This is an optimization exercise on Yosys and OpenROAD, whose aim is small area, not a production implementation.
The RTL was checked by simulation tests, not by an equivalence proof against the original design.

== alpha ==
==> flow/design.v <==
module conv_input_cache (
	input  logic                           clk,
	input  logic                           rst_n,
	input  logic [1:0]                     cmd,
	input  logic [32-1:0]            pixel_in,
	output logic [1:0]                     ack,
	output logic [6-1:0]             rom_addr,
	output logic [(8 - 3 + 1)*32-1:0]  out_window,
	output logic                           out_valid
);
	localparam int PW = 32;
	localparam int ROW_BITS = 8 * 32;
	localparam int WB = (8 - 3 + 1) * 32;
	localparam logic [1:0] M_IDLE = 2'd0;
	localparam logic [1:0] M_PRE = 2'd1;
	localparam logic [1:0] M_SHIFT = 2'd2;
	localparam logic [1:0] M_LOAD = 2'd3;
	logic [1:0] mode;
	logic [3:0] cnt;      
	logic [2:0] tl;       
	logic [2:0] old;      
	logic [2:0] vld;      
	logic [2:0] sel;      
	logic bias;
	logic [2:0] ld, rot, en, hd;    
	logic idle, shift, rd, row_done, cmd_done;
	logic [1:0] mode_n;
	logic [2:0] old_n, show, turn, ld_n, rot_n;
	assign idle = (mode == M_IDLE);
	assign shift = (mode == M_SHIFT);
	assign rd = mode[0];
	assign row_done = rd && (rom_addr[2:0] == 3'd7);
	always_comb begin
		case (mode)
			M_PRE: cmd_done = row_done && cnt[1];
			M_LOAD: cmd_done = row_done;
			M_SHIFT: cmd_done = cnt[3] && cnt[0];
			default: cmd_done = 1'b0;
		endcase
		mode_n = idle ? cmd : (cmd_done ? M_IDLE : mode);
		old_n = row_done ? {old[1:0], old[2]} : old;
		ld_n = {3{mode_n[0]}} & old_n;
	end
	always_comb begin
		show = ({3{cnt < 4'd3}} & old)
			| ({3{cnt >= 4'd3 && cnt < 4'd6}} & {old[1:0], old[2]})
			| ({3{cnt >= 4'd6 && cnt < 4'd9}} & {old[0], old[2:1]});
		turn[0] = shift && (cnt <= 4'd7);
		turn[1] = (shift && (cnt >= 4'd3)) || (tl == 3'd1);
		turn[2] = (shift && (cnt >= 4'd6)) || ((tl != 3'd0) && (tl <= 3'd4));
		rot_n = ({3{turn[0]}} & old)
			| ({3{turn[1]}} & {old[1:0], old[2]})
			| ({3{turn[2]}} & {old[0], old[2:1]});
	end
	always_ff @(posedge clk or negedge rst_n) begin
		if (!rst_n) begin
			mode <= M_IDLE;
			ack <= 2'd0;
			rom_addr <= '0;
			tl <= 3'd0;
			old <= 3'b001;
			vld <= 3'b000;
			out_valid <= 1'b0;
			ld <= 3'b000;
			rot <= 3'b000;
			en <= 3'b000;
			hd <= 3'b111;
		end else begin
			ack <= cmd_done ? mode : 2'd0;
			mode <= mode_n;
			if (rd)
				rom_addr <= rom_addr + 1'b1;
			if (shift && cmd_done)
				tl <= 3'd1;
			else if (tl != 3'd0)
				tl <= (tl == 3'd5) ? 3'd0 : tl + 1'b1;
			old <= old_n;
			if (row_done)
				vld <= vld | old;
			out_valid <= shift;
			ld <= ld_n;
			rot <= rot_n;
			en <= ld_n | rot_n;
			hd <= ~(ld_n | rot_n);
		end
	end
	always_ff @(posedge clk) begin
		if (idle)
			cnt <= 4'd0;
		else if (shift || row_done)
			cnt <= cnt + 1'b1;
		sel <= shift ? (show & vld) : 3'b000;
		bias <= shift && cmd_done;
	end
	logic [ROW_BITS-1:0] row0, row1, row2;
	function automatic logic [ROW_BITS-1:0] row_next(
		input logic [ROW_BITS-1:0] q,
		input logic [PW-1:0] pix,
		input logic l, r, e, h
	);
		row_next[ROW_BITS-PW-1:0] = ({(ROW_BITS-PW){e}} & q[ROW_BITS-1:PW])
			| ({(ROW_BITS-PW){h}} & q[ROW_BITS-PW-1:0]);
		row_next[ROW_BITS-1:ROW_BITS-PW] = ({PW{l}} & pix)
			| ({PW{r}} & q[PW-1:0])
			| ({PW{h}} & q[ROW_BITS-1:ROW_BITS-PW]);
	endfunction
	always_ff @(posedge clk) begin
		row0 <= row_next(row0, pixel_in, ld[0], rot[0], en[0], hd[0]);
		row1 <= row_next(row1, pixel_in, ld[1], rot[1], en[1], hd[1]);
		row2 <= row_next(row2, pixel_in, ld[2], rot[2], en[2], hd[2]);
	end
	assign out_window = ({WB{sel[0]}} & row0[WB-1:0])
		| ({WB{sel[1]}} & row1[WB-1:0])
		| ({WB{sel[2]}} & row2[WB-1:0])
		| ({WB{bias}} & {(8 - 3 + 1){32'h3F80_0000}});
endmodule
Settings: LEC_CHECK=0, CAP_MARGIN=20, CORE_MARGIN=2, CORE_UTILIZATION=40, SLEW_MARGIN=20; clock period 4.0 ns.
standard.sh (not shown) runs the stock make flow with config.mk's settings and CLKGATE_MAP_FILE= SYNTH_SCRIPT=/design/flow/synth_recipe.tcl, a recipe that flattens the netlist after the stock synthesis.
==> flow/flow/run.sh <==
#!/bin/bash
# Standard ORFS layout, with the port buffers made as buf_1 cells and a
# clock tree of clkbuf_16 cells, each driving up to 30 registers, without
# dummy loads.
cd "$(dirname "$0")/.."
export BUFFER_PORTS_ARGS="-buffer_cell sky130_fd_sc_hd__buf_1"
export CTS_ARGS="-sink_clustering_enable -repair_clock_nets -dont_use_dummy_load -buf_list {sky130_fd_sc_hd__clkbuf_16} -sink_clustering_size 30 -sink_clustering_max_diameter 80"
bash standard.sh > standard.log 2>&1
Edits applied to the flow inputs when going from alpha to beta:
-- flow/design.v --
<<< alpha, line 20
	logic [2:0] tl;       
	logic [2:0] old;      
	logic [2:0] vld;      
	logic [2:0] sel;      
	logic bias;
	logic [2:0] ld, rot, en, hd;    
	logic idle, shift, rd, row_done, cmd_done;
	logic [1:0] mode_n;
>>> beta, line 20
	logic [2:0] tl;       
	logic [2:0] old;      
	logic [2:0] sel;      
	logic bias;           
	logic [2:0] ld, rot, en, hd;
	logic idle, shift, rd, row_done, cmd_done;
	logic [1:0] mode_n;
<<< alpha, line 60
			tl <= 3'd0;
			old <= 3'b001;
			vld <= 3'b000;
			out_valid <= 1'b0;
			ld <= 3'b000;
			rot <= 3'b000;
			en <= 3'b000;
			hd <= 3'b111;
		end else begin
			ack <= cmd_done ? mode : 2'd0;
>>> beta, line 59
			tl <= 3'd0;
			old <= 3'b001;
			ld <= 3'b000;
			rot <= 3'b000;
			en <= 3'b000;
			hd <= 3'b000;
		end else begin
			ack <= cmd_done ? mode : 2'd0;
<<< alpha, line 76
				tl <= (tl == 3'd5) ? 3'd0 : tl + 1'b1;
			old <= old_n;
			if (row_done)
				vld <= vld | old;
			out_valid <= shift;
			ld <= ld_n;
			rot <= rot_n;
>>> beta, line 73
				tl <= (tl == 3'd5) ? 3'd0 : tl + 1'b1;
			old <= old_n;
			ld <= ld_n;
			rot <= rot_n;
<<< alpha, line 85
		end
	end
	always_ff @(posedge clk) begin
		if (idle)
			cnt <= 4'd0;
		else if (shift || row_done)
			cnt <= cnt + 1'b1;
		sel <= shift ? (show & vld) : 3'b000;
		bias <= shift && cmd_done;
	end
	logic [ROW_BITS-1:0] row0, row1, row2;
>>> beta, line 79
		end
	end
	always_ff @(posedge clk or negedge rst_n) begin
		if (!rst_n) begin
			cnt <= 4'd0;
			sel <= 3'b000;
		end else begin
			if (idle)
				cnt <= 4'd0;
			else if (shift || row_done)
				cnt <= cnt + 1'b1;
			sel <= shift ? show : 3'b000;
		end
	end
	logic [ROW_BITS-1:0] row0, row1, row2;
<<< alpha, line 110
		row2 <= row_next(row2, pixel_in, ld[2], rot[2], en[2], hd[2]);
	end
	assign out_window = ({WB{sel[0]}} & row0[WB-1:0])
		| ({WB{sel[1]}} & row1[WB-1:0])
>>> beta, line 108
		row2 <= row_next(row2, pixel_in, ld[2], rot[2], en[2], hd[2]);
	end
	assign bias = (tl == 3'd1);
	assign out_valid = (sel != 3'b000) || bias;
	assign out_window = ({WB{sel[0]}} & row0[WB-1:0])
		| ({WB{sel[1]}} & row1[WB-1:0])
Findings:
Diff alpha -> beta | distinct cell type count after synthesis | up by more than 10%
Per the comparison of beta with alpha, total inserted antenna cells went up, number of nets in the finished design went down, count of clock-buffer cells in the layout went up, via count went down.

## static timing again, ports no longer ideal
The flow's constraints put no driver on any port. The routed layouts listed below were extracted and timed again, unchanged, in two steps.
Step 1, drivers: a clkbuf_16 drives clk and a buf_2 each remaining input, both assumed.
Step 2 adds t to the input delays and takes it off the output delays; t is the mean of the earliest and latest rising clock arrival at the registers after step 1. Input paths then give back, and output paths get back, about the clock's delay inside the block.
Three values: ideal ports, drivers, drivers and shift; two values: the first two.
run	shift t [ns]	setup slack, ns	hold slack, ns	worst slew at a driven data input, ns	cell pins on the clock port's net
alpha	0.630	0.581 / 0.518 / 1.148	0.329 / 0.289 / 0.442	0.14	1
beta	0.629	0.480 / 0.417 / 1.047	0.332 / 0.293 / 0.431	0.12	1
After both steps setup and hold are still met in every run listed.
